This is an optimization exercise on Yosys and OpenROAD, whose aim is small area and a short achievable clock period, not a production implementation. Only simulation tests tie the RTL to the original design; equivalence was not proved. Power is estimated from default activity; no workload was simulated.

==> design.v <==
package mips_pkg;
   typedef logic [3:0] alu_func_t;
   localparam logic [5:0] FUNCT_ADD = 6'h20;
   localparam logic [5:0] FUNCT_SUB = 6'h22;
   localparam logic [5:0] FUNCT_AND = 6'h24;
   localparam logic [5:0] FUNCT_OR  = 6'h25;
   localparam logic [5:0] FUNCT_NOR = 6'h27;
   localparam logic [5:0] FUNCT_SLT = 6'h2A;
   localparam alu_func_t ALU_ADD = 4'b0010;
   localparam alu_func_t ALU_SUB = 4'b0110;
   localparam alu_func_t ALU_AND = 4'b0000;
   localparam alu_func_t ALU_OR  = 4'b0001;
   localparam alu_func_t ALU_NOR = 4'b1100;
   localparam alu_func_t ALU_SLT = 4'b0111;
   localparam alu_func_t ALU_INV = 4'b1111;
endpackage
module rf_inv (input logic a, output logic y);
   assign y = !a;
endmodule
module rf_nand2 (input logic a, b, output logic y);
   assign y = !(a && b);
endmodule
module rf_nand3 (input logic a, b, c, output logic y);
   assign y = !(a && b && c);
endmodule
module rf_nand4 (input logic a, b, c, d, output logic y);
   assign y = !(a && b && c && d);
endmodule
module rf_nor2 (input logic a, b, output logic y);
   assign y = !(a || b);
endmodule
module rf_nor3 (input logic a, b, c, output logic y);
   assign y = !(a || b || c);
endmodule
module rf_and4 (input logic a, b, c, d, output logic y);
   assign y = a && b && c && d;
endmodule
module rf_o21ai (input logic a1, a2, b1, output logic y);
   assign y = !((a1 || a2) && b1);
endmodule
module rf_aoi222 (input logic a1, a2, b1, b2, c1, c2, output logic y);
   assign y = !((a1 && a2) || (b1 && b2) || (c1 && c2));
endmodule
module rf_byp #(
   parameter int AW = 5
) (
   input  logic          en,
   input  logic [AW-1:0] a,
   input  logic [AW-1:0] b,
   output logic          y
);
   assign y = en && (a == b) && (a != '0);
endmodule
module rf_pre2 (
   input  logic       en,
   input  logic [1:0] f,
   input  logic [1:0] f_n,
   output logic [3:0] y_n
);
   for (genvar v = 0; v < 4; v++) begin : g_v
      rf_nand3 u (.a(en), .b(v[1] ? f[1] : f_n[1]), .c(v[0] ? f[0] : f_n[0]), .y(y_n[v]));
   end
endmodule
module rf_pre3 (
   input  logic [2:0] f,
   input  logic [2:0] f_n,
   output logic [7:0] y_n
);
   for (genvar v = 0; v < 8; v++) begin : g_v
      rf_nand3 u (.a(v[2] ? f[2] : f_n[2]), .b(v[1] ? f[1] : f_n[1]),
                  .c(v[0] ? f[0] : f_n[0]), .y(y_n[v]));
   end
endmodule
module rf_sel (
   input  logic        rst,
   input  logic        we,
   input  logic [4:0]  wr_addr,
   input  logic [4:0]  rd_addr1,
   input  logic [4:0]  rd_addr2,
   input  logic        en1,    
   input  logic        en2,    
   output logic [31:1] ld,
   output logic [31:1] s1,
   output logic [31:1] s2
);
   logic [4:0] wa_n, ra1_n, ra2_n;
   logic       rst_n;
   logic [3:0] wh_n, h1_n, h2_n;
   logic [7:0] wl_n, l1_n, l2_n;
   for (genvar b = 0; b < 5; b++) begin : g_inv
      rf_inv u_w (.a(wr_addr[b]),  .y(wa_n[b]));
      rf_inv u_1 (.a(rd_addr1[b]), .y(ra1_n[b]));
      rf_inv u_2 (.a(rd_addr2[b]), .y(ra2_n[b]));
   end
   rf_inv u_rst (.a(rst), .y(rst_n));
   rf_pre2 u_wh (.en(we),  .f(wr_addr[4:3]),  .f_n(wa_n[4:3]),  .y_n(wh_n));
   rf_pre3 u_wl (          .f(wr_addr[2:0]),  .f_n(wa_n[2:0]),  .y_n(wl_n));
   rf_pre2 u_h1 (.en(en1), .f(rd_addr1[4:3]), .f_n(ra1_n[4:3]), .y_n(h1_n));
   rf_pre3 u_l1 (          .f(rd_addr1[2:0]), .f_n(ra1_n[2:0]), .y_n(l1_n));
   rf_pre2 u_h2 (.en(en2), .f(rd_addr2[4:3]), .f_n(ra2_n[4:3]), .y_n(h2_n));
   rf_pre3 u_l2 (          .f(rd_addr2[2:0]), .f_n(ra2_n[2:0]), .y_n(l2_n));
   for (genvar i = 1; i < 32; i++) begin : g_r
      rf_o21ai u_ld (.a1(wh_n[i/8]), .a2(wl_n[i%8]), .b1(rst_n), .y(ld[i]));
      rf_nor3  u_s1 (.a(h1_n[i/8]), .b(l1_n[i%8]), .c(ld[i]), .y(s1[i]));
      rf_nor3  u_s2 (.a(h2_n[i/8]), .b(l2_n[i%8]), .c(ld[i]), .y(s2[i]));
   end
endmodule
module rf_rd24 (
   input  logic [24:1] s,
   input  logic [24:1] d,
   output logic        m
);
   logic [7:0] g;
   logic [1:0] n;
   for (genvar k = 0; k < 8; k++) begin : g_a
      rf_aoi222 u_a (
         .a1(s[3*k+1]), .a2(d[3*k+1]), .b1(s[3*k+2]), .b2(d[3*k+2]),
         .c1(s[3*k+3]), .c2(d[3*k+3]), .y(g[k])
      );
   end
   rf_nand4 u_n0 (.a(g[0]), .b(g[1]), .c(g[2]), .d(g[3]), .y(n[0]));
   rf_nand4 u_n1 (.a(g[4]), .b(g[5]), .c(g[6]), .d(g[7]), .y(n[1]));
   rf_nor2  u_m  (.a(n[0]), .b(n[1]), .y(m));
endmodule
module rf_rdbit1 (
   input  logic [31:1] s,
   input  logic [31:1] d,
   input  logic        b,    
   input  logic        wd,   
   input  logic        h,    
   input  logic        q,    
   output logic        y
);
   logic       m;
   logic [2:0] g;
   rf_rd24   u_lo (.s(s[24:1]), .d(d[24:1]), .m(m));
   rf_aoi222 u_a8  (.a1(s[25]), .a2(d[25]), .b1(s[26]), .b2(d[26]), .c1(s[27]), .c2(d[27]), .y(g[0]));
   rf_aoi222 u_a9  (.a1(s[28]), .a2(d[28]), .b1(s[29]), .b2(d[29]), .c1(s[30]), .c2(d[30]), .y(g[1]));
   rf_aoi222 u_a10 (.a1(s[31]), .a2(d[31]), .b1(b), .b2(wd), .c1(h), .c2(q), .y(g[2]));
   rf_nand4  u_y   (.a(m), .b(g[0]), .c(g[1]), .d(g[2]), .y(y));
endmodule
module rf_rdbit2 (
   input  logic [31:1] s,
   input  logic [31:1] d,
   input  logic        b,    
   input  logic        wd,   
   input  logic        x,    
   input  logic        imm,  
   input  logic        h,    
   input  logic        q,    
   output logic        y
);
   logic       m, k;
   logic [3:0] g;
   rf_rd24   u_lo (.s(s[24:1]), .d(d[24:1]), .m(m));
   rf_aoi222 u_a8  (.a1(s[25]), .a2(d[25]), .b1(s[26]), .b2(d[26]), .c1(s[27]), .c2(d[27]), .y(g[0]));
   rf_aoi222 u_a9  (.a1(s[28]), .a2(d[28]), .b1(s[29]), .b2(d[29]), .c1(s[30]), .c2(d[30]), .y(g[1]));
   rf_aoi222 u_a10 (.a1(s[31]), .a2(d[31]), .b1(b), .b2(wd), .c1(x), .c2(imm), .y(g[2]));
   rf_nand2  u_a11 (.a(h), .b(q), .y(g[3]));
   rf_and4   u_k   (.a(g[0]), .b(g[1]), .c(g[2]), .d(g[3]), .y(k));
   rf_nand2  u_y   (.a(m), .b(k), .y(y));
endmodule
module banco_registros_p #(
   parameter int DATA_W = 32,
   parameter int NREG   = 32,
   parameter int REG_AW = 5
) (
   input  logic              clk,
   input  logic              rst,
   input  logic              we,
   input  logic [REG_AW-1:0] wr_addr,
   input  logic [DATA_W-1:0] wr_data,
   input  logic [REG_AW-1:0] rd_addr1,
   input  logic [REG_AW-1:0] rd_addr2,
   input  logic              load,      
   input  logic              imm_sel,   
   input  logic [DATA_W-1:0] imm,
   input  logic [DATA_W-1:0] q1,        
   input  logic [DATA_W-1:0] q2,
   output logic [DATA_W-1:0] nxt1,      
   output logic [DATA_W-1:0] nxt2
);
   logic [NREG-1:1][DATA_W-1:0] regs;
   logic [NREG-1:1]             ld, s1, s2;
   logic                        en2, b1, b2, x2, h;
   logic [DATA_W-1:0]           wdat;
   assign en2 = load && !imm_sel;
   assign x2  = load && imm_sel;
   assign h   = !load;
   rf_sel u_sel (
      .rst(rst), .we(we), .wr_addr(wr_addr), .rd_addr1(rd_addr1),
      .rd_addr2(rd_addr2), .en1(load), .en2(en2), .ld(ld), .s1(s1), .s2(s2)
   );
   rf_byp #(.AW(REG_AW)) u_b1 (.en(we && load), .a(wr_addr), .b(rd_addr1), .y(b1));
   rf_byp #(.AW(REG_AW)) u_b2 (.en(we && en2),  .a(wr_addr), .b(rd_addr2), .y(b2));
   assign wdat = wr_data & {DATA_W{!rst}};
   always_ff @(posedge clk) begin
      for (int i = 1; i < NREG; i++) begin
         if (ld[i]) regs[i] <= wdat;
      end
   end
   for (genvar b = 0; b < DATA_W; b++) begin : g_rd
      logic [NREG-1:1] d;
      for (genvar i = 1; i < NREG; i++) begin : g_d
         assign d[i] = regs[i][b];
      end
      rf_rdbit1 u_rd1 (
         .s(s1), .d(d), .b(b1), .wd(wr_data[b]), .h(h), .q(q1[b]), .y(nxt1[b])
      );
      rf_rdbit2 u_rd2 (
         .s(s2), .d(d), .b(b2), .wd(wr_data[b]), .x(x2), .imm(imm[b]),
         .h(h), .q(q2[b]), .y(nxt2[b])
      );
   end
endmodule
import mips_pkg::*;
module etapa_decodificacion #(
   parameter int DATA_W = 32,
   parameter int NREG   = 32,
   parameter int REG_AW = 5
) (
   input  logic              clk,
   input  logic              rst,
   input  logic [31:0]       instruccion,
   input  logic              in_valid,
   output logic              in_ready,
   input  logic              sel,
   input  logic              sel2,
   input  logic              flush,
   input  logic              we,
   input  logic [REG_AW-1:0] wr_addr,
   input  logic [DATA_W-1:0] wr_data,
   output logic [DATA_W-1:0] salida1,
   output logic [DATA_W-1:0] salida2,
   output logic [3:0]        salida3,
   output logic [REG_AW-1:0] dest,
   output logic              out_valid,
   input  logic              out_ready
);
   logic [REG_AW-1:0] rs, rt, rd;
   logic [15:0]       imm;
   logic [5:0]        funct;
   logic [DATA_W-1:0] imm_ext, nxt1, nxt2;
   logic [REG_AW-1:0] dst_sel;
   logic [3:0]        alu_f;
   logic              xfer_in;
   logic              load;
   logic              out_ready_n;
   assign rs    = REG_AW'(instruccion[25:21]);
   assign rt    = REG_AW'(instruccion[20:16]);
   assign rd    = REG_AW'(instruccion[15:11]);
   assign imm   = instruccion[15:0];
   assign funct = instruccion[5:0];
   assign imm_ext = {{(DATA_W-16){imm[15]}}, imm};
   assign dst_sel = sel ? rd : rt;
   always_comb begin
      alu_f = ALU_INV;
      case (funct)
         FUNCT_ADD: alu_f = ALU_ADD;
         FUNCT_SUB: alu_f = ALU_SUB;
         FUNCT_AND: alu_f = ALU_AND;
         FUNCT_OR:  alu_f = ALU_OR;
         FUNCT_NOR: alu_f = ALU_NOR;
         FUNCT_SLT: alu_f = ALU_SLT;
         default:   alu_f = ALU_INV;
      endcase
   end
   rf_inv   u_ordy_n (.a(out_ready), .y(out_ready_n));
   rf_nand2 u_in_rdy (.a(out_valid), .b(out_ready_n), .y(in_ready));
   assign load    = !out_valid || out_ready;
   assign xfer_in = in_valid && load;
   always_ff @(posedge clk) begin
      if (rst) begin
         out_valid <= 1'b0;
      end else if (flush) begin
         out_valid <= 1'b0;
      end else if (xfer_in) begin
         out_valid <= 1'b1;
      end else if (out_ready) begin
         out_valid <= 1'b0;
      end
   end
   banco_registros_p #(
      .DATA_W(DATA_W),
      .NREG  (NREG),
      .REG_AW(REG_AW)
   ) u_banco (
      .clk     (clk),
      .rst     (rst),
      .we      (we),
      .wr_addr (wr_addr),
      .wr_data (wr_data),
      .rd_addr1(rs),
      .rd_addr2(rt),
      .load    (load),
      .imm_sel (sel2),
      .imm     (imm_ext),
      .q1      (salida1),
      .q2      (salida2),
      .nxt1    (nxt1),
      .nxt2    (nxt2)
   );
   always_ff @(posedge clk) begin
      salida1 <= nxt1;
      salida2 <= nxt2;
   end
   always_ff @(posedge clk) begin
      if (load) begin
         salida3 <= alu_f;
         dest    <= dst_sel;
      end
   end
endmodule
==> flow/run.sh <==
#!/bin/bash
# The standard layout (the standard.sh, standard synthesis unchanged), with
# two placement/resizing settings changed:
#  - input and output ports are buffered with buf_2 instead of the buffer
#    buffer_ports picks by itself (a delay cell on this platform);
#  - the resizer may change a cell to one of another footprint, so those port
#    buffers can be resized like any other buffer.
# make's full output goes to flow_make.log in this folder; ORFS keeps each
# tool's own log under orfs/logs/.
set -euo pipefail
bash standard.sh \
  MATCH_CELL_FOOTPRINT=0 \
  "BUFFER_PORTS_ARGS=-buffer_cell sky130_fd_sc_hd__buf_2" \
  finish > flow_make.log 2>&1
==> standard.sh <==
#!/bin/bash
# synth_recipe.tcl (not shown) runs the flow's synth.tcl, then flattens the netlist and writes it again
# the make line also repeats each setting of config.mk as NAME=value (left out here)
make -C /OpenROAD-flow-scripts/flow DESIGN_CONFIG=/design/flow/config.mk WORK_HOME=/design/flow/orfs CLKGATE_MAP_FILE= SYNTH_SCRIPT=/design/flow/synth_recipe.tcl "${@:-finish}"
==> config.mk <==
export PLATFORM = sky130hd
export DESIGN_NAME = etapa_decodificacion
export DESIGN_NICKNAME = etapa_decodificacion
export VERILOG_FILES = /design/flow/design.v
export SDC_FILE = /design/flow/constraint.sdc
export NUM_CORES = 4
export LEC_CHECK = 0
export ABC_CLOCK_PERIOD_IN_PS = 1000
export CAP_MARGIN = 20
export CORE_MARGIN = 2
export CORE_UTILIZATION = 60
export CTS_BUF_LIST = sky130_fd_sc_hd__clkbuf_16
export CTS_CLUSTER_DIAMETER = 60
export CTS_CLUSTER_SIZE = 30
export SETUP_SLACK_MARGIN = 2.65
export SLEW_MARGIN = 20
export SYNTH_HIERARCHICAL = 1
==> constraint.sdc <==
create_clock -name core_clock -period 5.0 [get_ports {clk}]
set_input_delay 1.0000 -clock core_clock [delete_from_list [all_inputs] [get_ports {clk}]]
set_output_delay 1.0000 -clock core_clock [all_outputs]
set_load 0.01 [all_outputs]
==> metrics.md, run 1 <==
| Metric | Value |
|---|---|
| Total track usage | 44.1% |
| Dpl cells | 3513 |
| Top Ports | around 150 |
| CTS tree | yes |
| Fin. max-slew vios | 0 |
| Area after DPL | between 40000 and 50000 um^2 |
| Commonest non-fill, non-tap cell in the layout | edfxtp_1 |
| Num CTS Buffers | between 60 and 70 |
| DP Wirelength | approximately 86 mm |
| Syn Inst Count | 2315 |
| Drt first pass iters | 14 |
| TritonCTS Sinks | 1066 |
| Max Fclk | roughly 0.34 GHz |
| Remaining DRCs | 0 |
| Final Hold Viols | 0 |
| Commonest cells after routing, fill and taps aside | 1001 x edfxtp_1, 704 x a222oi_1, 160 x nand4_1 |
| Wire per inst | 44.5 um |
| Hold Path Origin | flush |
| Synthesized flop and latch total | 1066 |
| Cell family with most CP delay | simple AND/OR/NAND/NOR gates |
| Area of the core | 68700 um^2 |
| Utilization after layout | between 70% and 80% |
| Hold/Removal Path Class | in -> reg |
| GP Congestion | roughly 0.95 |
| Die ar. | approximately 72000 um^2 |
| Startpoint Class | input pin |
| Skew final | about 0.023 ns |
| Vias per Instance | 8.70 |
| Synth warn | 8 |
| PwrDens | between 300 and 400 nW/um^2 |
| R2r startpoint | out_valid$_SDFFE_PP0P_ |
| Final setup fails | 0 |
| Largest net degree at the start of global routing | 46 |
| Nets | 2866 |
| DRT iter0 DRCs | 10900 |
| Clk Latency, worst-skew pair | roughly 0.69 ns |
| First-pass GRT wire length | about 220 mm |
| Fraction of the cycle the final worst path needs | 59.6% |
| Post-route cell area | 51000 um^2 |
| Final wirelength | roughly 170 mm |
| Die height | ~270 um |
| Post-synthesis cell area | 41700 um^2 |
| GR Overflow Total | 0 |
| Initial antenna violation count | 5 |
| Die Wd | roughly 270 um |
| Worst Setup Path Type | in -> reg |
| Largest cells by area after synthesis | edfxtp_1 72%, a222oi_1 17%, dfxtp_1 3.1%, nand4_1 2.4%, nor3_2 1.5% |
| Starting Density | 60.8% |
| CTS Buffer Depth | 3 |
| Asr flop ratio synth | 0% |
| Vias in the first global route | between 30000 and 40000 |
| Proportion of layout cells with a drive suffix above 1 | 26.7% |
| CTS Root Cell | clkbuf_16 |
| Seq/Total Area, Yosys | between 70% and 80% |
| Setup TNS | 0 ns |
| Worst VDD drop | ~0.37 mV |
| H-tree depth | 2 |
| Finished Layout Cells | 3776 |
| Hold_ws | approximately 0.47 ns |
| Largest area contributor in the netlist | edfxtp_1 |
| Worst setup path startpoint | out_ready |
| Worst-path clk slew | around 0.1 ns |
| Area added between synthesis and finish | 22.2% |
| Syn_area_per_cell | between 15 and 20 um^2 |
| Routed Antenna Nets | 0 |
| Status | complete, no violations |
| Fill cells | 4121 |
| Distinct cells, synth | 31 |
| FP Rows | between 90 and 100 |
| CP peak stage delay | between 0.5 and 0.6 ns |
| Post-route minimum period | 2.98 ns |
| Data arrival, critical path | 3.53 ns |
| Crit path buf inv count | 4 |
| Mapped Nets | approximately 2400 |
| Slew @ Worst Pin | ~1.1 ns |
| Vias | 32900 |
| IO buf count | roughly 150 |
| CP Max Fanout | 8 |
| Post-CTS Hold Fix Bufs | 0 |
| Crit-path slowest cell | nand4_1 |
| Crit end category | register |
| CP cell instances | buf_6 > nand2b_4 > buf_12 > nand3_4 > buf_6 > nor3_4 > buf_12 > a222oi_1 > nand4_1 > nor2_2 > nand4_1 |
| Maxcap violations | 0 |
| Yosys top cell area share | 72.0% |
| Main flop type after synthesis | edfxtp_1 |
| EDFF count, synth | 1001 |
| Max-slew headroom | 28.0% |
| Worst EP required | approximately 5.6 ns |
| RSZ-0062 raised after global routing | true |
| Lkg Pwr | around 17 nW |
## cells by family (layout without fill, tap and decap cells)
logic type,after synthesis,after routing,share of synthesized area [%]
AOI/OAI and AO/OA,740,740,17.3
other,0,3,0
buffers and inverters,22,548,0.225
xor gates and xnor gates,8,8,0.168
DFF,1066,1066,75.1
and+or+nand+nor,473,474,7.00
muxes,6,6,0.159
## state kept, by name (all words and copies together) (netlist names)
| signal | cells |
|---|---|
| salida2 | 32 |
| salida1 | 32 |
| out_valid | 1 |
| salida3 | 4 |
| dest | 5 |
| u_banco.regs | 992 |
## routing by layer
layer | vias up | part of all wire, % | wire length [um] | global-route usage, %
met5 | - | 0.11 | 179 | 0.608
met4 | 10 | 7.4 | 12400 | 28.1
met3 | 657 | 18 | 30400 | 13.3
met1 | 16100 | 31 | 52500 | 58.1
met2 | 3708 | 43 | 72300 | 64.6
li1 | 12400 | - | - | -
## cells in the mapped netlist (6+ instances only)
cell      number
edfxtp_1    1001
a222oi_1     704
nand4_1      160
nand2_1       67
dfxtp_1       65
nor2_1        64
nor3_2        62
nand3_1       37
and4_1        34
nor2b_1       33
o21ai_1       32
inv_1         19
xor2_1         6
## final timing paths
kind | depth (start not counted) | slack, ns | end
max reg2reg | 10 | 2.09 | salida1[9]$_DFF_P_
max | 11 | 2.02 | salida1[9]$_DFF_P_
min | 2 | 0.47 | out_valid$_SDFFE_PP0P_
min reg2reg | 2 | 0.51 | salida1[4]$_DFF_P_
## cell type report
type	count	area [um^2]	area share (%)
timing repair buffer	413	4190	8.22
sequential	1066	31400	61.5
antenna	3	7.51	0.0147
inverter	19	126	0.248
multi-input combinational	1228	11800	23.2
clock buffer	63	1580	3.09
clock inverter	53	736	1.44
tap	931	1160	2.28
## per-stage QoR
| step | worst slack [ns] | total power, W |
|---|---|---|
| 6_report | 2.02 | 0.0186 |
| 5_1_grt | 2.09 | 0.0190 |
| 3_5_place_dp | 0.618 | 0.0124 |
| 2_1_floorplan | 1.43 | 0.0117 |
| 3_3_place_gp | 0.714 | 0.0123 |
| 4_1_cts | 2.37 | 0.0184 |
## report_power, final
group | switching, W | total, W | internal [W]
Combinational | 0.00103 | 0.00144 | 0.000407
Sequential | 0.000431 | 0.0111 | 0.0106
Clock | 0.00325 | 0.00610 | 0.00285
## per-module statistics from Yosys (local to each module, per instance), a selection
| module | copies in the design | cell area [um^2] | cells inside | flops+latches |
|---|---|---|---|---|
| rf_nand3 | 36 | 5.00 | 1 | 0 |
| rf_nor2 | 64 | 3.75 | 1 | 0 |
| rf_and4 | 32 | 8.76 | 1 | 0 |
| rf_nand4 | 160 | 6.26 | 1 | 0 |
| rf_o21ai | 31 | 5.00 | 1 | 0 |
| etapa_decodificacion | 1 | 1730 | 92 | 74 |
| rf_inv | 17 | 3.75 | 1 | 0 |
| rf_nand2 | 65 | 3.75 | 1 | 0 |
| rf_aoi222 | 704 | 10.0 | 1 | 0 |
| rf_nor3 | 62 | 10.0 | 1 | 0 |
## what timing repair did
action | in CTS | in global routing
resized for setup | 325 | 75
endpoints found under the setup margin | 958 | 64
pin swaps | 172 | 176
cloned | 18 | 15
buffers inserted | 53 | 58
==> run 2: changes to the inputs <==
--- a/design.v
+++ b/design.v
@@ -36,7 +36,16 @@
    assign y = a && b && c && d;
 endmodule
+module rf_o21a (input logic a1, a2, b1, output logic y);
+   assign y = (a1 || a2) && b1;
+endmodule
+module rf_a22o (input logic a1, a2, b1, b2, output logic y);
+   assign y = (a1 && a2) || (b1 && b2);
+endmodule
 module rf_o21ai (input logic a1, a2, b1, output logic y);
    assign y = !((a1 || a2) && b1);
 endmodule
+module rf_aoi22 (input logic a1, a2, b1, b2, output logic y);
+   assign y = !((a1 && a2) || (b1 && b2));
+endmodule
 module rf_aoi222 (input logic a1, a2, b1, b2, c1, c2, output logic y);
    assign y = !((a1 && a2) || (b1 && b2) || (c1 && c2));
@@ -81,4 +90,5 @@
    input  logic        en2,    
    output logic [31:1] ld,
+   output logic [31:1] ld_n,
    output logic [31:1] s1,
    output logic [31:1] s2
@@ -101,25 +111,40 @@
    rf_pre3 u_l2 (          .f(rd_addr2[2:0]), .f_n(ra2_n[2:0]), .y_n(l2_n));
    for (genvar i = 1; i < 32; i++) begin : g_r
+      logic wen;
       rf_o21ai u_ld (.a1(wh_n[i/8]), .a2(wl_n[i%8]), .b1(rst_n), .y(ld[i]));
-      rf_nor3  u_s1 (.a(h1_n[i/8]), .b(l1_n[i%8]), .c(ld[i]), .y(s1[i]));
-      rf_nor3  u_s2 (.a(h2_n[i/8]), .b(l2_n[i%8]), .c(ld[i]), .y(s2[i]));
-   end
-endmodule
-module rf_rd24 (
-   input  logic [24:1] s,
-   input  logic [24:1] d,
-   output logic        m
-);
-   logic [7:0] g;
-   logic [1:0] n;
-   for (genvar k = 0; k < 8; k++) begin : g_a
-      rf_aoi222 u_a (
-         .a1(s[3*k+1]), .a2(d[3*k+1]), .b1(s[3*k+2]), .b2(d[3*k+2]),
-         .c1(s[3*k+3]), .c2(d[3*k+3]), .y(g[k])
-      );
-   end
-   rf_nand4 u_n0 (.a(g[0]), .b(g[1]), .c(g[2]), .d(g[3]), .y(n[0]));
-   rf_nand4 u_n1 (.a(g[4]), .b(g[5]), .c(g[6]), .d(g[7]), .y(n[1]));
-   rf_nor2  u_m  (.a(n[0]), .b(n[1]), .y(m));
+      rf_o21a  u_ln (.a1(wh_n[i/8]), .a2(wl_n[i%8]), .b1(rst_n), .y(ld_n[i]));
+      rf_nor2  u_we (.a(wh_n[i/8]), .b(wl_n[i%8]), .y(wen));
+      rf_nor3  u_s1 (.a(h1_n[i/8]), .b(l1_n[i%8]), .c(wen), .y(s1[i]));
+      rf_nor3  u_s2 (.a(h2_n[i/8]), .b(l2_n[i%8]), .c(wen), .y(s2[i]));
+   end
+endmodule
+module rf_andor8 (
+   input  logic [7:0] s,
+   input  logic [7:0] d,
+   output logic       y
+);
+   assign y = |(s & d);
+endmodule
+module rf_andor6g (
+   input  logic [5:0] s,
+   input  logic [5:0] d,
+   input  logic       g,
+   output logic       y
+);
+   assign y = (|(s & d)) || !g;
+endmodule
+module rf_rd30 (
+   input  logic [30:1] s,
+   input  logic [30:1] d,
+   input  logic        g,
+   output logic [1:0]  x
+);
+   logic [3:0] n;
+   rf_andor8  u_n0 (.s(s[8:1]),   .d(d[8:1]),   .y(n[0]));
+   rf_andor8  u_n1 (.s(s[16:9]),  .d(d[16:9]),  .y(n[1]));
+   rf_andor8  u_n2 (.s(s[24:17]), .d(d[24:17]), .y(n[2]));
+   rf_andor6g u_n3 (.s(s[30:25]), .d(d[30:25]), .g(g), .y(n[3]));
+   rf_nor2 u_x0 (.a(n[0]), .b(n[1]), .y(x[0]));
+   rf_nor2 u_x1 (.a(n[2]), .b(n[3]), .y(x[1]));
 endmodule
 module rf_rdbit1 (
@@ -132,11 +157,10 @@
    output logic        y
 );
-   logic       m;
-   logic [2:0] g;
-   rf_rd24   u_lo (.s(s[24:1]), .d(d[24:1]), .m(m));
-   rf_aoi222 u_a8  (.a1(s[25]), .a2(d[25]), .b1(s[26]), .b2(d[26]), .c1(s[27]), .c2(d[27]), .y(g[0]));
-   rf_aoi222 u_a9  (.a1(s[28]), .a2(d[28]), .b1(s[29]), .b2(d[29]), .c1(s[30]), .c2(d[30]), .y(g[1]));
-   rf_aoi222 u_a10 (.a1(s[31]), .a2(d[31]), .b1(b), .b2(wd), .c1(h), .c2(q), .y(g[2]));
-   rf_nand4  u_y   (.a(m), .b(g[0]), .c(g[1]), .d(g[2]), .y(y));
+   logic [1:0] x;
+   logic       g, gh;
+   rf_aoi22 u_g  (.a1(s[31]), .a2(d[31]), .b1(b), .b2(wd), .y(g));
+   rf_rd30  u_lo (.s(s[30:1]), .d(d[30:1]), .g(g), .x(x));
+   rf_nand2 u_gh (.a(h), .b(q), .y(gh));
+   rf_nand3 u_y  (.a(x[0]), .b(x[1]), .c(gh), .y(y));
 endmodule
 module rf_rdbit2 (
@@ -151,13 +175,10 @@
    output logic        y
 );
-   logic       m, k;
-   logic [3:0] g;
-   rf_rd24   u_lo (.s(s[24:1]), .d(d[24:1]), .m(m));
-   rf_aoi222 u_a8  (.a1(s[25]), .a2(d[25]), .b1(s[26]), .b2(d[26]), .c1(s[27]), .c2(d[27]), .y(g[0]));
-   rf_aoi222 u_a9  (.a1(s[28]), .a2(d[28]), .b1(s[29]), .b2(d[29]), .c1(s[30]), .c2(d[30]), .y(g[1]));
-   rf_aoi222 u_a10 (.a1(s[31]), .a2(d[31]), .b1(b), .b2(wd), .c1(x), .c2(imm), .y(g[2]));
-   rf_nand2  u_a11 (.a(h), .b(q), .y(g[3]));
-   rf_and4   u_k   (.a(g[0]), .b(g[1]), .c(g[2]), .d(g[3]), .y(k));
-   rf_nand2  u_y   (.a(m), .b(k), .y(y));
+   logic [1:0] xo;
+   logic       g, gh;
+   rf_aoi222 u_g  (.a1(s[31]), .a2(d[31]), .b1(b), .b2(wd), .c1(x), .c2(imm), .y(g));
+   rf_rd30   u_lo (.s(s[30:1]), .d(d[30:1]), .g(g), .x(xo));
+   rf_nand2  u_gh (.a(h), .b(q), .y(gh));
+   rf_nand3  u_y  (.a(xo[0]), .b(xo[1]), .c(gh), .y(y));
 endmodule
 module banco_registros_p #(
@@ -182,5 +203,6 @@
 );
    logic [NREG-1:1][DATA_W-1:0] regs;
-   logic [NREG-1:1]             ld, s1, s2;
+   logic [NREG-1:1]             ld, ld_n, s1, s2;
+   logic [NREG-1:1][DATA_W-1:0] nx;
    logic                        en2, b1, b2, x2, h;
    logic [DATA_W-1:0]           wdat;
@@ -190,14 +212,17 @@
    rf_sel u_sel (
       .rst(rst), .we(we), .wr_addr(wr_addr), .rd_addr1(rd_addr1),
-      .rd_addr2(rd_addr2), .en1(load), .en2(en2), .ld(ld), .s1(s1), .s2(s2)
+      .rd_addr2(rd_addr2), .en1(load), .en2(en2), .ld(ld), .ld_n(ld_n), .s1(s1), .s2(s2)
    );
    rf_byp #(.AW(REG_AW)) u_b1 (.en(we && load), .a(wr_addr), .b(rd_addr1), .y(b1));
    rf_byp #(.AW(REG_AW)) u_b2 (.en(we && en2),  .a(wr_addr), .b(rd_addr2), .y(b2));
    assign wdat = wr_data & {DATA_W{!rst}};
-   always_ff @(posedge clk) begin
-      for (int i = 1; i < NREG; i++) begin
-         if (ld[i]) regs[i] <= wdat;
+   for (genvar i = 1; i < NREG; i++) begin : g_nx
+      for (genvar b = 0; b < DATA_W; b++) begin : g_b
+         rf_a22o u_mx (.a1(regs[i][b]), .a2(ld_n[i]), .b1(wdat[b]), .b2(ld[i]), .y(nx[i][b]));
       end
    end
+   always_ff @(posedge clk) begin
+      regs <= nx;
+   end
    for (genvar b = 0; b < DATA_W; b++) begin : g_rd
       logic [NREG-1:1] d;
--- a/config.mk
+++ b/config.mk
@@ -9,8 +9,8 @@
 export CAP_MARGIN = 20
 export CORE_MARGIN = 2
-export CORE_UTILIZATION = 60
+export CORE_UTILIZATION = 55
 export CTS_BUF_LIST = sky130_fd_sc_hd__clkbuf_16
 export CTS_CLUSTER_DIAMETER = 60
-export CTS_CLUSTER_SIZE = 30
+export CTS_CLUSTER_SIZE = 25
 export SETUP_SLACK_MARGIN = 2.65
 export SLEW_MARGIN = 20
==> metrics.md, run 2 <==
| Metric | Value |
|---|---|
| Nets | 4635 (+62%) |
| CTS Buffer Depth | 3 (unchanged) |
| Largest Register | u_banco.regs |
| Finished Layout Cells | 5657 (+50%) |
| First-pass GRT wire length | 287 mm (+30%) |
| TritonCTS Sinks | 1066 (unchanged) |
| Distinct cells, synth | 35 (+13%) |
| Worst EP required | 5.55 ns (about the same) |
| Fin. max-slew vios | 0 (unchanged) |
| Worst Setup Path Type | in -> reg |
| Asr flop ratio synth | 0% (unchanged) |
| Top Ports | 152 (unchanged) |
| DRT iter0 DRCs | 10200 (-5.9%) |
| Fraction of the cycle the final worst path needs | 66.0% (+6.4 points) |
| Vias | 46900 (+43%) |
| Fill cells | 5280 (+28%) |
| Starting Density | 55.8% (-4.9 points) |
| Commonest non-fill, non-tap cell in the layout | dfxtp_1 |
| IO buf count | 145 (unchanged) |
| Die ar. | 79600 um^2 (+11%) |
| Slew @ Worst Pin | 1.25 ns (+0.170 ns) |
| Drt first pass iters | 11 (-3) |
| Post-route minimum period | 3.30 ns (+0.320 ns) |
| Startpoint Class | input pin |
| Num CTS Buffers | 74 (+21%) |
| Leading registers by flop count | u_banco.regs: 992 flops, salida1: 32 flops, salida2: 32 flops |
| DP Wirelength | 111 mm (+29%) |
| Vias in the first global route | 40600 (+32%) |
| Lkg Pwr | 20.9 nW (+23%) |
| Clk Latency, worst-skew pair | 0.69 ns (about the same) |
| GR Overflow Total | 0 (unchanged) |
| Largest register FFs | 992 (unchanged) |
| Syn_area_per_cell | 11.0 um^2 (-39%) |
| H-tree depth | 3 (+1) |
| Syn Inst Count | 3881 (+68%) |
| Synth warn | 8 (unchanged) |
| Crit path buf inv count | 4 (unchanged) |
| Main flop type after synthesis | dfxtp_1 |
| FP Rows | 101 (+5.2%) |
| Hold/Removal Path Class | reg -> reg |
| Setup TNS | 0 ns (unchanged) |
| Post-synthesis cell area | 42500 um^2 (+1.9%) |
| Final setup fails | 0 (unchanged) |
| Area of the core | 76200 um^2 (+11%) |
| Largest cells by area after synthesis | dfxtp_1 50%, a22o_1 20%, a22oi_1 15%, nand4_1 3.8%, a222oi_1 2.3% |
| GP Congestion | 0.936 (-1.2%) |
| Max Fclk | 0.303 GHz (-9.7%) |
| Proportion of layout cells with a drive suffix above 1 | 27.4% (+0.70 points) |
| EDFF count, synth | 9 (-99%) |
| Seq/Total Area, Yosys | 50.4% (-25 points) |
| Die height | 282 um (+5.3%) |
| Final wirelength | 222 mm (+32%) |
| Data arrival, critical path | 3.85 ns (+0.32 ns) |
| CP Max Fanout | 19 (+11) |
| Cell family with most CP delay | simple AND/OR/NAND/NOR gates |
| CTS Root Cell | clkbuf_16 |
| Max-slew headroom | 16.7% (-11 points) |
| Commonest cells after routing, fill and taps aside | 1055 x dfxtp_1, 992 x a22o_1, 701 x a22oi_1 |
| PwrDens | 351 nW/um^2 (-3.9%) |
| Skew final | 0.0352 ns (+0.0123 ns) |
| Yosys top cell area share | 49.8% (-22 points) |
| Synthesized flop and latch total | 1066 (unchanged) |
| Maxcap violations | 0 (unchanged) |
| Worst VDD drop | 0.344 mV (-7.3%) |
| Mapped Nets | 3958 (+65%) |
| CTS tree | yes |
| Crit end category | register |
| Final Hold Viols | 0 (unchanged) |
| Synth top cells by count | 1057 x dfxtp_1, 992 x a22o_1, 832 x a22oi_1 |
| Remaining DRCs | 0 (unchanged) |
| Crit-path slowest cell | nand4_1 |
| Vias per Instance | 8.29 (-4.8%) |
| Die Wd | 282 um (+5.3%) |
| Post-CTS Hold Fix Bufs | 0 (unchanged) |
| Worst-path clk slew | 0.09 ns (about the same) |
| Largest net degree at the start of global routing | 39 (-15%) |
| Largest area contributor in the netlist | dfxtp_1 |
| CP peak stage delay | 0.86 ns (+0.28 ns) |
| Area added between synthesis and finish | 30.5% |
| Initial antenna violation count | 20 (+15) |
| Wire per inst | 39.2 um (-12%) |
| Top-count cell post-synth | dfxtp_1 |
| Total track usage | 49.7% (+5.6 points) |
| Dpl cells | 5218 (+49%) |
| CP cell instances | buf_6 > nand2b_4 > nor2b_4 > buf_6 > nand3_4 > buf_12 > nor3_4 > buf_12 > a22oi_1 > nand4_1 > nor2_2 > nand3_2 |
| Routed Antenna Nets | 0 (unchanged) |
| RSZ-0062 raised after global routing | true |
| Status | complete, no violations |
-- run 2: cell types whose count changed after synthesis --
cell | before | now
a22oi_2 | 0 | 32
and4_1 | 34 | 2
edfxtp_1 | 1001 | 9
a22o_1 | 0 | 992
nand2_1 | 67 | 131
nor2_1 | 64 | 159
nand4_1 | 160 | 256
dfxtp_1 | 65 | 1057
a222oi_1 | 704 | 96
o21a_1 | 0 | 31
nand3_1 | 37 | 101
a22oi_1 | 0 | 832
-- run 2: metrics by stage --
stage | total power [W] | hold slack [ns] | setup WS (ns) | instance area (um^2) | util, %
2_1_floorplan | 0.0111 | 0.476 | 2.02 | 43300 | -
6_report | 0.0195 | 0.473 | 1.70 | 55500 | 72.8
4_1_cts | 0.0190 | 0.474 | 2.53 | 52600 | 69.1
3_3_place_gp | 0.0120 | 0.447 | 1.03 | 46800 | 61.5
3_5_place_dp | 0.0121 | 0.451 | 0.988 | 46800 | 61.5
5_1_grt | 0.0198 | 0.498 | 1.91 | 55500 | 72.8
-- run 2: path summary, 6_finish.rpt --
check / from / end / slack (ns) / depth (start not counted)
hold reg to reg: salida2[23]$_DFF_P_ / salida2[23]$_DFF_P_ / 0.47 / 2
setup / recovery: out_ready / salida2[12]$_DFF_P_ / 1.70 / 12
hold / removal: salida2[23]$_DFF_P_ / salida2[23]$_DFF_P_ / 0.47 / 2
setup reg to reg: out_valid$_SDFFE_PP0P_ / salida2[12]$_DFF_P_ / 1.80 / 11
-- run 2: modules after synthesis (local to each module, per instance), a selection --
module                area [um^2]  cells
rf_aoi222                    10.0      1
rf_a22o                      8.76      1
rf_o21ai                     5.00      1
rf_aoi22                     12.5      1
rf_nand2                     3.75      1
rf_andor6g                   27.5      4
etapa_decodificacion         1730     92
rf_nor3                      10.0      1
rf_o21a                      7.51      1
rf_andor8                    36.3      5
rf_nor2                      3.75      1
rf_nand3                     5.00      1
rf_inv                       3.75      1
-- run 2: layer usage --
layer	up-vias	GRT usage, %	share of wire (%)
met2	4836	68.5	39
met4	28	32.0	9.8
met5	-	0.366	0.18
li1	18100	-	-
met3	1495	21.2	17
met1	22400	63.3	34
-- run 2: layout make-up --
type | count | area [um^2] | share of cell area, %
clock inverters | 60 | 788 | 1.42
repair inverters | 1 | 7.51 | 0.0135
inverters | 19 | 96.3 | 0.174
flip-flops and latches | 1066 | 21400 | 38.6
well taps | 1030 | 1290 | 2.32
repair buffers | 594 | 6090 | 11.0
diodes | 9 | 22.5 | 0.0406
clock buffers | 76 | 1900 | 3.43
multi-input cells | 2802 | 23900 | 43.0
-- run 2: worst min-delay path: stages, from the launching register on --
cell,delay (ns)
dfxtp_1,0.33
nand2_1,0.05
nand3_1,0.07
-- run 2: cell families (layout without fill, tap and decap cells) --
logic type	Yosys count	after routing	synth area share, %
xor gates and xnor gates	8	8	0.165
other	0	9	0
buffers and inverters	22	750	0.221
AOI/OAI and AO/OA	2019	2023	39.3
DFF	1066	1066	50.4
and+or+nand+nor	760	765	9.78
muxes	6	6	0.156
-- run 2: timing repair --
item	4_1_cts	5_1_grt
setup endpoints to repair	1038	358
buffers inserted	134	111
resized for setup	393	277
cloned	22	27
pin swaps	160	306
-- run 2: power breakdown --
part / internal, W / leakage (nW) / switching, W
clock: 0.00338 / 1.32 / 0.00356
combinational: 0.000995 / 10.7 / 0.00159
sequential: 0.00926 / 8.87 / 0.000661
total: 0.0136 / 20.9 / 0.00582
==> run 3: changes to the inputs <==
--- a/design.v
+++ b/design.v
@@ -71,4 +71,13 @@
    end
 endmodule
+module rf_pre2n (
+   input  logic [1:0] f,
+   input  logic [1:0] f_n,
+   output logic [3:0] y_n
+);
+   for (genvar v = 0; v < 4; v++) begin : g_v
+      rf_nand2 u (.a(v[1] ? f[1] : f_n[1]), .b(v[0] ? f[0] : f_n[0]), .y(y_n[v]));
+   end
+endmodule
 module rf_pre3 (
    input  logic [2:0] f,
@@ -87,5 +96,4 @@
    input  logic [4:0]  rd_addr1,
    input  logic [4:0]  rd_addr2,
-   input  logic        en1,    
    input  logic        en2,    
    output logic [31:1] ld,
@@ -106,5 +114,5 @@
    rf_pre2 u_wh (.en(we),  .f(wr_addr[4:3]),  .f_n(wa_n[4:3]),  .y_n(wh_n));
    rf_pre3 u_wl (          .f(wr_addr[2:0]),  .f_n(wa_n[2:0]),  .y_n(wl_n));
-   rf_pre2 u_h1 (.en(en1), .f(rd_addr1[4:3]), .f_n(ra1_n[4:3]), .y_n(h1_n));
+   rf_pre2n u_h1 (        .f(rd_addr1[4:3]), .f_n(ra1_n[4:3]), .y_n(h1_n));
    rf_pre3 u_l1 (          .f(rd_addr1[2:0]), .f_n(ra1_n[2:0]), .y_n(l1_n));
    rf_pre2 u_h2 (.en(en2), .f(rd_addr2[4:3]), .f_n(ra2_n[4:3]), .y_n(h2_n));
@@ -153,4 +161,5 @@
    input  logic        b,    
    input  logic        wd,   
+   input  logic        l,    
    input  logic        h,    
    input  logic        q,    
@@ -158,9 +167,9 @@
 );
    logic [1:0] x;
-   logic       g, gh;
+   logic       g, t;
    rf_aoi22 u_g  (.a1(s[31]), .a2(d[31]), .b1(b), .b2(wd), .y(g));
    rf_rd30  u_lo (.s(s[30:1]), .d(d[30:1]), .g(g), .x(x));
-   rf_nand2 u_gh (.a(h), .b(q), .y(gh));
-   rf_nand3 u_y  (.a(x[0]), .b(x[1]), .c(gh), .y(y));
+   rf_nand2 u_t  (.a(x[0]), .b(x[1]), .y(t));
+   rf_a22o  u_y  (.a1(t), .a2(l), .b1(q), .b2(h), .y(y));
 endmodule
 module rf_rdbit2 (
@@ -171,4 +180,5 @@
    input  logic        x,    
    input  logic        imm,  
+   input  logic        l,    
    input  logic        h,    
    input  logic        q,    
@@ -176,9 +186,9 @@
 );
    logic [1:0] xo;
-   logic       g, gh;
+   logic       g, t;
    rf_aoi222 u_g  (.a1(s[31]), .a2(d[31]), .b1(b), .b2(wd), .c1(x), .c2(imm), .y(g));
    rf_rd30   u_lo (.s(s[30:1]), .d(d[30:1]), .g(g), .x(xo));
-   rf_nand2  u_gh (.a(h), .b(q), .y(gh));
-   rf_nand3  u_y  (.a(xo[0]), .b(xo[1]), .c(gh), .y(y));
+   rf_nand2  u_t  (.a(xo[0]), .b(xo[1]), .y(t));
+   rf_a22o   u_y  (.a1(t), .a2(l), .b1(q), .b2(h), .y(y));
 endmodule
 module banco_registros_p #(
@@ -207,12 +217,12 @@
    logic                        en2, b1, b2, x2, h;
    logic [DATA_W-1:0]           wdat;
-   assign en2 = load && !imm_sel;
-   assign x2  = load && imm_sel;
+   assign en2 = !imm_sel;
+   assign x2  = imm_sel;
    assign h   = !load;
    rf_sel u_sel (
       .rst(rst), .we(we), .wr_addr(wr_addr), .rd_addr1(rd_addr1),
-      .rd_addr2(rd_addr2), .en1(load), .en2(en2), .ld(ld), .ld_n(ld_n), .s1(s1), .s2(s2)
+      .rd_addr2(rd_addr2), .en2(en2), .ld(ld), .ld_n(ld_n), .s1(s1), .s2(s2)
    );
-   rf_byp #(.AW(REG_AW)) u_b1 (.en(we && load), .a(wr_addr), .b(rd_addr1), .y(b1));
+   rf_byp #(.AW(REG_AW)) u_b1 (.en(we),         .a(wr_addr), .b(rd_addr1), .y(b1));
    rf_byp #(.AW(REG_AW)) u_b2 (.en(we && en2),  .a(wr_addr), .b(rd_addr2), .y(b2));
    assign wdat = wr_data & {DATA_W{!rst}};
@@ -231,9 +241,9 @@
       end
       rf_rdbit1 u_rd1 (
-         .s(s1), .d(d), .b(b1), .wd(wr_data[b]), .h(h), .q(q1[b]), .y(nxt1[b])
+         .s(s1), .d(d), .b(b1), .wd(wr_data[b]), .l(load), .h(h), .q(q1[b]), .y(nxt1[b])
       );
       rf_rdbit2 u_rd2 (
          .s(s2), .d(d), .b(b2), .wd(wr_data[b]), .x(x2), .imm(imm[b]),
-         .h(h), .q(q2[b]), .y(nxt2[b])
+         .l(load), .h(h), .q(q2[b]), .y(nxt2[b])
       );
    end
==> run.sh (new file) <==
#!/bin/bash
# synth_recipe.tcl (not shown) runs the flow's synth.tcl, then flattens the netlist and writes it again
# the make line also repeats each setting of config.mk as NAME=value (left out here)
make -C /OpenROAD-flow-scripts/flow DESIGN_CONFIG=/design/flow/config.mk WORK_HOME=/design/flow/orfs CLKGATE_MAP_FILE= SYNTH_SCRIPT=/design/flow/synth_recipe.tcl finish
--- a/config.mk
+++ b/config.mk
@@ -9,9 +9,7 @@
 export CAP_MARGIN = 20
 export CORE_MARGIN = 2
-export CORE_UTILIZATION = 55
-export CTS_BUF_LIST = sky130_fd_sc_hd__clkbuf_16
-export CTS_CLUSTER_DIAMETER = 60
-export CTS_CLUSTER_SIZE = 25
-export SETUP_SLACK_MARGIN = 2.65
+export CORE_UTILIZATION = 50
+export CTS_BUF_LIST = sky130_fd_sc_hd__clkbuf_8 sky130_fd_sc_hd__clkbuf_4
+export SETUP_SLACK_MARGIN = 2.6
 export SLEW_MARGIN = 20
 export SYNTH_HIERARCHICAL = 1
removed: flow/run.sh
removed: standard.sh
==> metrics.md, run 3 <==
| Metric | Value |
|---|---|
| CTS Root Cell | clkbuf_8 |
| Vias in the first global route | 41000 (+0.94%) |
| Comb pwr share | 12.4% (-0.9 points) |
| Dpl ws | 0.303 ns (-0.685 ns) |
| Final setup fails | 0 (unchanged) |
| Setup ws final | 2.35 ns (+0.649 ns) |
| Vias per Instance | 7.60 (-8.2%) |
| GP Congestion | 0.956 (+2.1%) |
| Synth warn | 8 (unchanged) |
| Clock share of power | 40.0% (+4.3 points) |
| Fill cells | 6764 (+28%) |
| H-tree depth | 4 (+1) |
| Commonest cells after routing, fill and taps aside | 1056 x a22o_1, 1013 x dfxtp_1, 812 x a22oi_1 |
| Routed Antenna Nets | 0 (unchanged) |
| Initial antenna violation count | 7 (-65%) |
| Finished Layout Cells | 5884 (+4.0%) |
| Switching share of power | 27.8% (-2.1 points) |
| Sw power | 0.00579 W (-0.47%) |
| Asr flop ratio synth | 0% (unchanged) |
| First-pass GRT wire length | 286 mm (-0.60%) |
| Die Wd | 296 um (+5.1%) |
| Starting Density | 50.4% (-5.4 points) |
| Syn Inst Count | 3879 (-0.052%) |
| GR Overflow Total | 0 (unchanged) |
| Post-route minimum period | 2.65 ns (-0.649 ns) |
| Proportion of layout cells with a drive suffix above 1 | 26.0% (-1.4 points) |
| Largest cells by area after synthesis | dfxtp_1 50%, a22o_1 22%, a22oi_1 15%, nand4_1 3.7%, a222oi_1 2.2% |
| Seq pwr share | 47.5% (-3.5 points) |
| Clk Latency, worst-skew pair | 0.89 ns (+0.20 ns) |
| Post-synthesis cell area | 42700 um^2 (+0.51%) |
| Lkg Pwr | 21.2 nW (+1.2%) |
| Worst Setup Path Type | in -> reg |
| Die ar. | 87900 um^2 (+10%) |
| Largest net degree at the start of global routing | 53 (+36%) |
| Seq/Total Area, Yosys | 50.1% (-0.26 points) |
| Worst reg2reg setup slack | 2.88 ns (+1.08 ns) |
| Largest area contributor in the netlist | dfxtp_1 |
| Max-slew headroom | 16.6% (-0.067 points) |
| Hold_ws | 0.461 ns (-0.0118 ns) |
| Setup TNS | 0 ns (unchanged) |
| Yosys top cell area share | 49.5% (-0.25 points) |
| Crit end category | register |
| Leading registers by flop count | u_banco.regs: 992 flops, salida1: 32 flops, salida2: 32 flops |
| Post-route cell area | 55400 um^2 (-0.23%) |
| Synthesized flop and latch total | 1066 (unchanged) |
| Final wirelength | 206 mm (-6.8%) |
| Vias | 44700 (-4.5%) |
| Largest Register | u_banco.regs |
| Multi-input logic area | 23300 um^2 (-2.5%) |
| FP Rows | 107 (+5.9%) |
| Area after DPL | 48600 um^2 (+3.8%) |
| Drt first pass iters | 21 (+10) |
| Mapped Nets | 3956 (-0.051%) |
| Worst EP required | 5.78 ns (+0.23 ns) |
| Data arrival, critical path | 3.43 ns (-0.42 ns) |
| Largest register FFs | 992 (unchanged) |
| TritonCTS Sinks | 1066 (unchanged) |
| Area added between synthesis and finish | 29.5% |
| Top Ports | 152 (unchanged) |
| Synth top cells by count | 1057 x dfxtp_1, 1056 x a22o_1, 832 x a22oi_1 |
| Maxcap violations | 0 (unchanged) |
| Total track usage | 44.6% (-5.1 points) |
| RSZ-0062 raised after global routing | true |
| Startpoint Class | input pin |
| Dpl cells | 5404 (+3.6%) |
| DRT iter0 DRCs | 8201 (-20%) |
| Syn_area_per_cell | 11.0 um^2 (+0.56%) |
| CTS tree | yes |
| Fin. max-slew vios | 0 (unchanged) |
| Remaining DRCs | 0 (unchanged) |
| EDFF count, synth | 9 (unchanged) |
| Distinct cells, synth | 33 (-5.7%) |
| CTS Buffer Depth | 3 (unchanged) |
| DP Wirelength | 122 mm (+9.9%) |
| Top-count cell post-synth | dfxtp_1 |
| Max Fclk | 0.377 GHz (+24%) |
| IO buf count | 145 (unchanged) |
| Fraction of the cycle the final worst path needs | 53.1% (-13 points) |
| Skew final | 0.0277 ns (-0.00741 ns) |
| Main flop type after synthesis | dfxtp_1 |
| Hold/Removal Path Class | reg -> reg |
| Die height | 296 um (+5.1%) |
| Num CTS Buffers | 178 (+140%) |
| Reg area | 21500 um^2 (+0.34%) |
| Area of the core | 84900 um^2 (+11%) |
| Nets | 4677 (+0.91%) |
| Commonest non-fill, non-tap cell in the layout | a22o_1 |
| Worst VDD drop | 0.285 mV (-17%) |
| Slew @ Worst Pin | 1.25 ns (+0.00100 ns) |
| CP Max Fanout | 13 (-6) |
| PwrDens | 376 nW/um^2 (+7.4%) |
| Final Hold Viols | 0 (unchanged) |
| Status | complete, no violations |
| Power Internal | 0.0151 W (+10%) |
| Wire per inst | 35.1 um (-10%) |
| Worst-path clk slew | 0.06 ns (-0.03 ns) |
[run 3: changes by cell type in the layout (fill, tap and decap cells not counted), sizes merged, moves of 2 or more]
cell and change:
clkbuf +189, buf -78, nand3 -73, a22o +64
clkdlybuf4s50 +50, inv -24, clkinv -11, bufinv -6
nand2 +4, o21ai -4, and4 +3, and2 -2
clkinvlp +2
[run 3: modules after synthesis, one instance, submodules excluded, a selection]
| module | flops+latches | cells inside | times used |
|---|---|---|---|
| rf_nor2 | 0 | 1 | 159 |
| rf_inv | 0 | 1 | 17 |
| rf_andor6g | 0 | 4 | 64 |
| rf_aoi222 | 0 | 1 | 32 |
| rf_nand2 | 0 | 1 | 69 |
| etapa_decodificacion | 74 | 92 | 1 |
| rf_aoi22 | 0 | 1 | 32 |
| rf_o21ai | 0 | 1 | 31 |
| rf_nor3 | 0 | 1 | 62 |
| rf_o21a | 0 | 1 | 31 |
| rf_nand3 | 0 | 1 | 32 |
| rf_andor8 | 0 | 5 | 192 |
| rf_a22o | 0 | 1 | 1056 |
[run 3: path summary, 6_finish.rpt]
check,startpoint,endpoint,depth (start not counted)
worst max-delay path,instruccion[15],salida2[22]$_DFF_P_,7
worst min register to register,salida2[21]$_DFF_P_,salida2[21]$_DFF_P_,1
worst min-delay path,salida2[21]$_DFF_P_,salida2[21]$_DFF_P_,1
worst max register to register,out_valid$_SDFFE_PP0P_,salida1[7]$_DFF_P_,5
[run 3: layout make-up]
class / count / share of cell area, %
antenna: 8 / 0.0362
clock buffer: 292 / 6.64
clock inverter: 20 / 0.296
inverter: 20 / 0.217
multi-input combinational: 2793 / 42.0
sequential: 1066 / 38.8
tap: 1144 / 2.59
timing repair buffer: 540 / 9.33
timing repair inverter: 1 / 0.0136
[run 3: kinds of logic (layout without fill, tap and decap cells)]
kind of cell              count (synthesis)  in the layout  synth area share [%]
DFF                                    1066           1066                  50.1
buffers and inverters                    23            873                 0.228
and+or+nand+nor                         693            696                  8.92
xor gates and xnor gates                  8              8                 0.164
AOI/OAI and AO/OA                      2083           2083                  40.4
other                                     0              8                     0
muxes                                     6              6                 0.155
[run 3: critical path, cell delays in order]
cell and delay [ns]:
dlygate4sd2_1 0.60, buf_4 0.36, a222oi_1 0.55, nand4_1 0.34, nor2_2 0.26, nand2_1 0.08
a22o_1 0.23
[run 3: routing by layer]
| layer | up-vias | wire (um) | global-route usage [%] |
|---|---|---|---|
| met1 | 21900 | 77500 | 58.4 |
| met3 | 794 | 30600 | 16.5 |
| li1 | 18300 | - | - |
| met5 | - | 294 | 0.665 |
| met4 | 10 | 12000 | 23.7 |
| met2 | 3755 | 86000 | 63.6 |
[run 3: metrics by stage]
| step | total power (W) | util, % |
|---|---|---|
| global placement | 0.0123 | 57.3 |
| detailed placement | 0.0124 | 57.3 |
| global route | 0.0213 | 65.2 |
| CTS | 0.0206 | 63.9 |
| floorplan | 0.0112 | - |
| finish | 0.0208 | 65.2 |
[run 3: power groups by stage]
stage | Sequential [W] | Combinational (W) | Clock, W
after floorplan | 0.00991 | 0.00126 | 0
after global placement | 0.0100 | 0.00230 | 0
after detailed placement | 0.0100 | 0.00233 | 0
after CTS | 0.00986 | 0.00239 | 0.00835
after global routing | 0.00998 | 0.00264 | 0.00873
final | 0.00991 | 0.00259 | 0.00834
[run 3: what timing repair did]
| action | CTS | global route |
|---|---|---|
| gates cloned | 4 | 5 |
| hold buffers | 0 | 0 |
| buffers inserted | 109 | 42 |
| pin swaps | 86 | 84 |
| endpoints found under the setup margin | 1070 | 149 |
| gates resized for setup | 672 | 162 |
| endpoints found under the hold margin | 0 | 0 |
==> run 4: changes to the inputs <==
--- a/design.v
+++ b/design.v
@@ -51,13 +51,21 @@
    assign y = !((a1 && a2) || (b1 && b2) || (c1 && c2));
 endmodule
-module rf_byp #(
-   parameter int AW = 5
-) (
-   input  logic          en,
-   input  logic [AW-1:0] a,
-   input  logic [AW-1:0] b,
-   output logic          y
+module rf_xnor2 (input logic a, b, output logic y);
+   assign y = !(a ^ b);
+endmodule
+module rf_byp (
+   input  logic       en,
+   input  logic [4:0] a,
+   input  logic [4:0] b,
+   output logic       y
 );
-   assign y = en && (a == b) && (a != '0);
+   logic [4:0] e;
+   logic [1:0] n;
+   for (genvar k = 0; k < 5; k++) begin : g_e
+      rf_xnor2 u_e (.a(a[k]), .b(b[k]), .y(e[k]));
+   end
+   rf_nand3 u_n0 (.a(e[0]), .b(e[1]), .c(e[2]), .y(n[0]));
+   rf_nand3 u_n1 (.a(e[3]), .b(e[4]), .c(en),   .y(n[1]));
+   rf_nor2  u_y  (.a(n[0]), .b(n[1]), .y(y));
 endmodule
 module rf_pre2 (
@@ -134,23 +142,16 @@
    assign y = |(s & d);
 endmodule
-module rf_andor6g (
-   input  logic [5:0] s,
-   input  logic [5:0] d,
-   input  logic       g,
-   output logic       y
-);
-   assign y = (|(s & d)) || !g;
-endmodule
-module rf_rd30 (
-   input  logic [30:1] s,
-   input  logic [30:1] d,
-   input  logic        g,
+module rf_rd31 (
+   input  logic [31:1] s,
+   input  logic [31:1] d,
+   input  logic        sx,
+   input  logic        dx,
    output logic [1:0]  x
 );
    logic [3:0] n;
-   rf_andor8  u_n0 (.s(s[8:1]),   .d(d[8:1]),   .y(n[0]));
-   rf_andor8  u_n1 (.s(s[16:9]),  .d(d[16:9]),  .y(n[1]));
-   rf_andor8  u_n2 (.s(s[24:17]), .d(d[24:17]), .y(n[2]));
-   rf_andor6g u_n3 (.s(s[30:25]), .d(d[30:25]), .g(g), .y(n[3]));
+   rf_andor8 u_n0 (.s(s[8:1]),          .d(d[8:1]),          .y(n[0]));
+   rf_andor8 u_n1 (.s(s[16:9]),         .d(d[16:9]),         .y(n[1]));
+   rf_andor8 u_n2 (.s(s[24:17]),        .d(d[24:17]),        .y(n[2]));
+   rf_andor8 u_n3 (.s({sx, s[31:25]}),  .d({dx, d[31:25]}),  .y(n[3]));
    rf_nor2 u_x0 (.a(n[0]), .b(n[1]), .y(x[0]));
    rf_nor2 u_x1 (.a(n[2]), .b(n[3]), .y(x[1]));
@@ -167,7 +168,6 @@
 );
    logic [1:0] x;
-   logic       g, t;
-   rf_aoi22 u_g  (.a1(s[31]), .a2(d[31]), .b1(b), .b2(wd), .y(g));
-   rf_rd30  u_lo (.s(s[30:1]), .d(d[30:1]), .g(g), .x(x));
+   logic       t;
+   rf_rd31  u_rd (.s(s), .d(d), .sx(b), .dx(wd), .x(x));
    rf_nand2 u_t  (.a(x[0]), .b(x[1]), .y(t));
    rf_a22o  u_y  (.a1(t), .a2(l), .b1(q), .b2(h), .y(y));
@@ -186,8 +186,8 @@
 );
    logic [1:0] xo;
-   logic       g, t;
-   rf_aoi222 u_g  (.a1(s[31]), .a2(d[31]), .b1(b), .b2(wd), .c1(x), .c2(imm), .y(g));
-   rf_rd30   u_lo (.s(s[30:1]), .d(d[30:1]), .g(g), .x(xo));
-   rf_nand2  u_t  (.a(xo[0]), .b(xo[1]), .y(t));
+   logic       gi, t;
+   rf_rd31   u_rd (.s(s), .d(d), .sx(b), .dx(wd), .x(xo));
+   rf_nand2  u_gi (.a(x), .b(imm), .y(gi));
+   rf_nand3  u_t  (.a(xo[0]), .b(xo[1]), .c(gi), .y(t));
    rf_a22o   u_y  (.a1(t), .a2(l), .b1(q), .b2(h), .y(y));
 endmodule
@@ -215,5 +215,5 @@
    logic [NREG-1:1]             ld, ld_n, s1, s2;
    logic [NREG-1:1][DATA_W-1:0] nx;
-   logic                        en2, b1, b2, x2, h;
+   logic                        en2, b1, b2, x2, h, wr_nz;
    logic [DATA_W-1:0]           wdat;
    assign en2 = !imm_sel;
@@ -224,6 +224,7 @@
       .rd_addr2(rd_addr2), .en2(en2), .ld(ld), .ld_n(ld_n), .s1(s1), .s2(s2)
    );
-   rf_byp #(.AW(REG_AW)) u_b1 (.en(we),         .a(wr_addr), .b(rd_addr1), .y(b1));
-   rf_byp #(.AW(REG_AW)) u_b2 (.en(we && en2),  .a(wr_addr), .b(rd_addr2), .y(b2));
+   assign wr_nz = we && (wr_addr != '0);
+   rf_byp u_b1 (.en(wr_nz),        .a(wr_addr), .b(rd_addr1), .y(b1));
+   rf_byp u_b2 (.en(wr_nz && en2), .a(wr_addr), .b(rd_addr2), .y(b2));
    assign wdat = wr_data & {DATA_W{!rst}};
    for (genvar i = 1; i < NREG; i++) begin : g_nx
==> flow/run.sh (new file) <==
#!/bin/bash
# The standard layout (the standard.sh, standard synthesis unchanged), with
# two placement/resizing settings changed:
#  - input and output ports are buffered with buf_2 instead of the buffer
#    buffer_ports picks by itself (a delay cell on this platform);
#  - the resizer may change a cell to one of another footprint, so those port
#    buffers can be resized like any other buffer.
# make's full output goes to flow_make.log in this folder; ORFS keeps each
# tool's own log under orfs/logs/.
set -euo pipefail
bash standard.sh \
  MATCH_CELL_FOOTPRINT=0 \
  "BUFFER_PORTS_ARGS=-buffer_cell sky130_fd_sc_hd__buf_2" \
  finish > flow_make.log 2>&1
==> standard.sh (new file) <==
#!/bin/bash
# synth_recipe.tcl (not shown) runs the flow's synth.tcl, then flattens the netlist and writes it again
# the make line also repeats each setting of config.mk as NAME=value (left out here)
make -C /OpenROAD-flow-scripts/flow DESIGN_CONFIG=/design/flow/config.mk WORK_HOME=/design/flow/orfs CLKGATE_MAP_FILE= SYNTH_SCRIPT=/design/flow/synth_recipe.tcl "${@:-finish}"
--- a/config.mk
+++ b/config.mk
@@ -9,5 +9,5 @@
 export CAP_MARGIN = 20
 export CORE_MARGIN = 2
-export CORE_UTILIZATION = 50
+export CORE_UTILIZATION = 55
 export CTS_BUF_LIST = sky130_fd_sc_hd__clkbuf_8 sky130_fd_sc_hd__clkbuf_4
 export SETUP_SLACK_MARGIN = 2.6
removed: run.sh
==> metrics.md, run 4 <==
| Metric | Value |
|---|---|
| Seq/Total Area, Yosys | 50.1% (about the same) |
| Final wirelength | 207 mm (+0.49%) |
| Asr flop ratio synth | 0% (unchanged) |
| Crit-path slowest cell | edfxtp_1 |
| Max-slew headroom | 12.3% (-4.3 points) |
| Vias per Instance | 7.96 (+4.7%) |
| Cell family with most CP delay | flip-flops |
| Worst VDD drop | 0.280 mV (-1.6%) |
| Area of the core | 77200 um^2 (-9.0%) |
| Routed Antenna Nets | 0 (unchanged) |
| Worst EP required | 4.00 ns (-1.78 ns) |
| Maxcap violations | 0 (unchanged) |
| Largest Register | u_banco.regs |
| Die height | 283 um (-4.6%) |
| Main flop type after synthesis | dfxtp_1 |
| Top-count cell post-synth | dfxtp_1 |
| Remaining DRCs | 0 (unchanged) |
| Worst setup path startpoint | dest[4]$_DFFE_PN_ |
| CTS Root Cell | clkbuf_8 |
| Crit path buf inv count | 1 (-1) |
| Fin. max-slew vios | 0 (unchanged) |
| Worst-path clk slew | 0.07 ns (about the same) |
| Initial antenna violation count | 16 (+9) |
| H-tree depth | 4 (unchanged) |
| CP Max Fanout | 1 (-12) |
| Startpoint Class | register |
| PwrDens | 385 nW/um^2 (+2.3%) |
| Fraction of the cycle the final worst path needs | 51.4% (-1.6 points) |
| Comb pwr share | 12.0% (-0.4 points) |
| IO buf count | 145 (unchanged) |
| Distinct cells, synth | 27 (-18%) |
| Mapped Nets | 3988 (+0.81%) |
| Setup TNS | 0 ns (unchanged) |
| Largest register FFs | 992 (unchanged) |
| DRT iter0 DRCs | 9030 (+10%) |
| Starting Density | 55.4% (+5.0 points) |
| FP Rows | 102 (-4.7%) |
| EDFF count, synth | 9 (unchanged) |
| Area added between synthesis and finish | 25.5% |
| Syn_area_per_cell | 10.9 um^2 (-0.83%) |
| Drt first pass iters | 8 (-62%) |
| Commonest cells after routing, fill and taps aside | 1056 x a22o_1, 1038 x dfxtp_1, 985 x a22oi_1 |
| Slew @ Worst Pin | 1.32 ns (+0.0649 ns) |
| Vias in the first global route | 40900 (-0.26%) |
| RSZ-0062 raised after global routing | true |
| Clk Latency, worst-skew pair | 0.87 ns (-0.02 ns) |
| Largest net degree at the start of global routing | 44 (-17%) |
| Final Hold Viols | 0 (unchanged) |
| Largest area contributor in the netlist | dfxtp_1 |
| Synth warn | 8 (unchanged) |
| Wire per inst | 36.6 um (+4.2%) |
| Sw power | 0.00581 W (+0.36%) |
| Final setup fails | 0 (unchanged) |
| Worst Setup Path Type | reg -> out |
| R2r startpoint | out_valid$_SDFFE_PP0P_ |
| CP peak stage delay | 0.53 ns (-0.07 ns) |
| Utilization after layout | 69.5% (+4.3 points) |
| Yosys top cell area share | 49.5% (about the same) |
| Post-synthesis cell area | 42700 um^2 (about the same) |
| CTS tree | yes |
| Leading registers by flop count | u_banco.regs: 992 flops, salida1: 32 flops, salida2: 32 flops |
| Largest cells by area after synthesis | dfxtp_1 50%, a22o_1 22%, a22oi_1 18%, nand4_1 3.7%, nor3_2 1.5% |
| Max Fclk | 0.389 GHz (+3.2%) |
| Hold_ws | 0.299 ns (-0.162 ns) |
| First-pass GRT wire length | 282 mm (-1.3%) |
| GR Overflow Total | 0 (unchanged) |
| Total power | 0.0207 W (-0.87%) |
| Status | complete, no violations |
| DP Wirelength | 110 mm (-9.5%) |
| TritonCTS Sinks | 1066 (unchanged) |
| Switching share of power | 28.1% (+0.34 points) |
run 4: cell count changes in the layout (fill, tap and decap cells not counted), sizes merged, moves of 42 or more:
cell           delta
a22oi           +160
buf              -99
a222oi           -96
nand2            -66
clkdlybuf4s50    -50
nand3            +42
run 4: worst paths after layout:
kind,to,slack [ns],depth (start not counted)
setup / recovery,dest[4],2.43,1
hold / removal,out_valid$_SDFFE_PP0P_,0.30,2
hold reg to reg,salida2[20]$_DFF_P_,0.47,1
setup reg to reg,salida1[22]$_DFF_P_,2.78,5
run 4: Yosys stat by module (local to each module, per instance), a selection:
module / times used / cells
etapa_decodificacion: 1 / 92
rf_a22o: 1056 / 1
rf_nand3: 68 / 1
rf_nor2: 161 / 1
rf_nor3: 62 / 1
rf_o21ai: 31 / 1
rf_xnor2: 10 / 1
run 4: cells by family after synthesis:
group,count (synthesis),synth area share [%]
xor gates and xnor gates,10,0.205
buffers and inverters,24,0.220
and+or+nand+nor,658,8.68
DFF,1066,50.1
muxes,6,0.155
AOI/OAI and AO/OA,2147,40.6
run 4: through the flow:
stage | worst slack (ns) | instance area [um^2] | std cells
2_1_floorplan | 2.26 | 43500 | 3911
4_1_cts | 2.44 | 52100 | 5619
3_3_place_gp | 0.963 | 46900 | 5236
3_5_place_dp | 0.893 | 46900 | 5237
5_1_grt | 2.42 | 53600 | 5669
6_report | 2.43 | 53700 | 5674
run 4: worst reg2reg max path: cells and delay by family, from the launching register on:
| kind | cells | cell delay [ns] |
|---|---|---|
| AO/OA/AOI/OAI | 1 | 0.22 |
| buffers and inverters | 3 | 1.18 |
| AND/OR/NAND/NOR | 1 | 0.38 |
| flip-flops | 1 | 0.33 |
run 4: layout make-up:
class                           instances  area (um^2)
Tap cell                             1040         1300
Antenna cell                           10         25.0
Clock inverter                         30          305
Fill cell                            5946        23600
Inverter                               21          120
Timing Repair inverter                  1         7.51
Multi-Input combinational cell       2829        23500
Timing Repair Buffer                  395         3500
Clock buffer                          282         3490
Sequential cell                      1066        21500
run 4: routing by layer:
metal / global-route usage, % / wire length (um) / part of all wire, % / vias to the layer above
met2: 65.3 / 82600 / 40 / 4212
met4: 28.2 / 14300 / 6.9 / 14
li1: - / - / - / 18000
met5: 0 / 128 / 0.062 / -
met3: 22.7 / 34500 / 17 / 964
met1: 63.3 / 75800 / 37 / 22000
run 4: repair_timing:
item	CTS	global route
buffers inserted	64	32
endpoints found under the setup margin	91	482
gates cloned	6	13
pin swaps	49	128
gates resized for setup	239	244
run 4: power groups by stage:
stage	clock [W]	combinational [W]	sequential [W]
floorplan	0	0.00125	0.00991
global placement	0	0.00213	0.00999
detailed placement	0	0.00217	0.0100
CTS	0.00825	0.00225	0.00984
global route	0.00864	0.00252	0.00996
finish	0.00829	0.00248	0.00989

==> re-timing with driven ports <==
The results above use ideal ports. As a check the final layouts listed here were re-extracted and re-timed, cells and wires unchanged.
Step 1, drivers: a clkbuf_16 drives clk and a buf_2 each remaining input, both assumed.
Step 2 times the ports against the registers' clock, not the clock port: input delays grow and output delays shrink by t, the midpoint of the rising clock arrivals with the driver on.
Three values: ideal ports, drivers, drivers and shift; two values: the first two.
run | t (ns) | setup WS [ns] | clock arrival spread, ns | worst slew at a driven data input, ns | cell pins on the clock port's net
run 1 | 0.752 | 2.019 / 2.053 / 1.302 | 0.029 / 0.029 | 0.14 | 1
run 2 | 0.732 | 1.699 / 1.681 / 0.948 | 0.039 / 0.039 | 0.23 | 1
run 3 | 0.943 | 2.347 / 2.328 / 1.386 | 0.035 / 0.035 | 0.10 | 1
run 4 | 0.914 | 2.429 / 2.360 / 1.482 | 0.052 / 0.052 | 0.19 | 1
After both steps setup and hold are still met in every run listed. For run 3, which loses most, drivers alone change the setup slack by -0.019 ns; drivers and shift together by -0.961 ns.
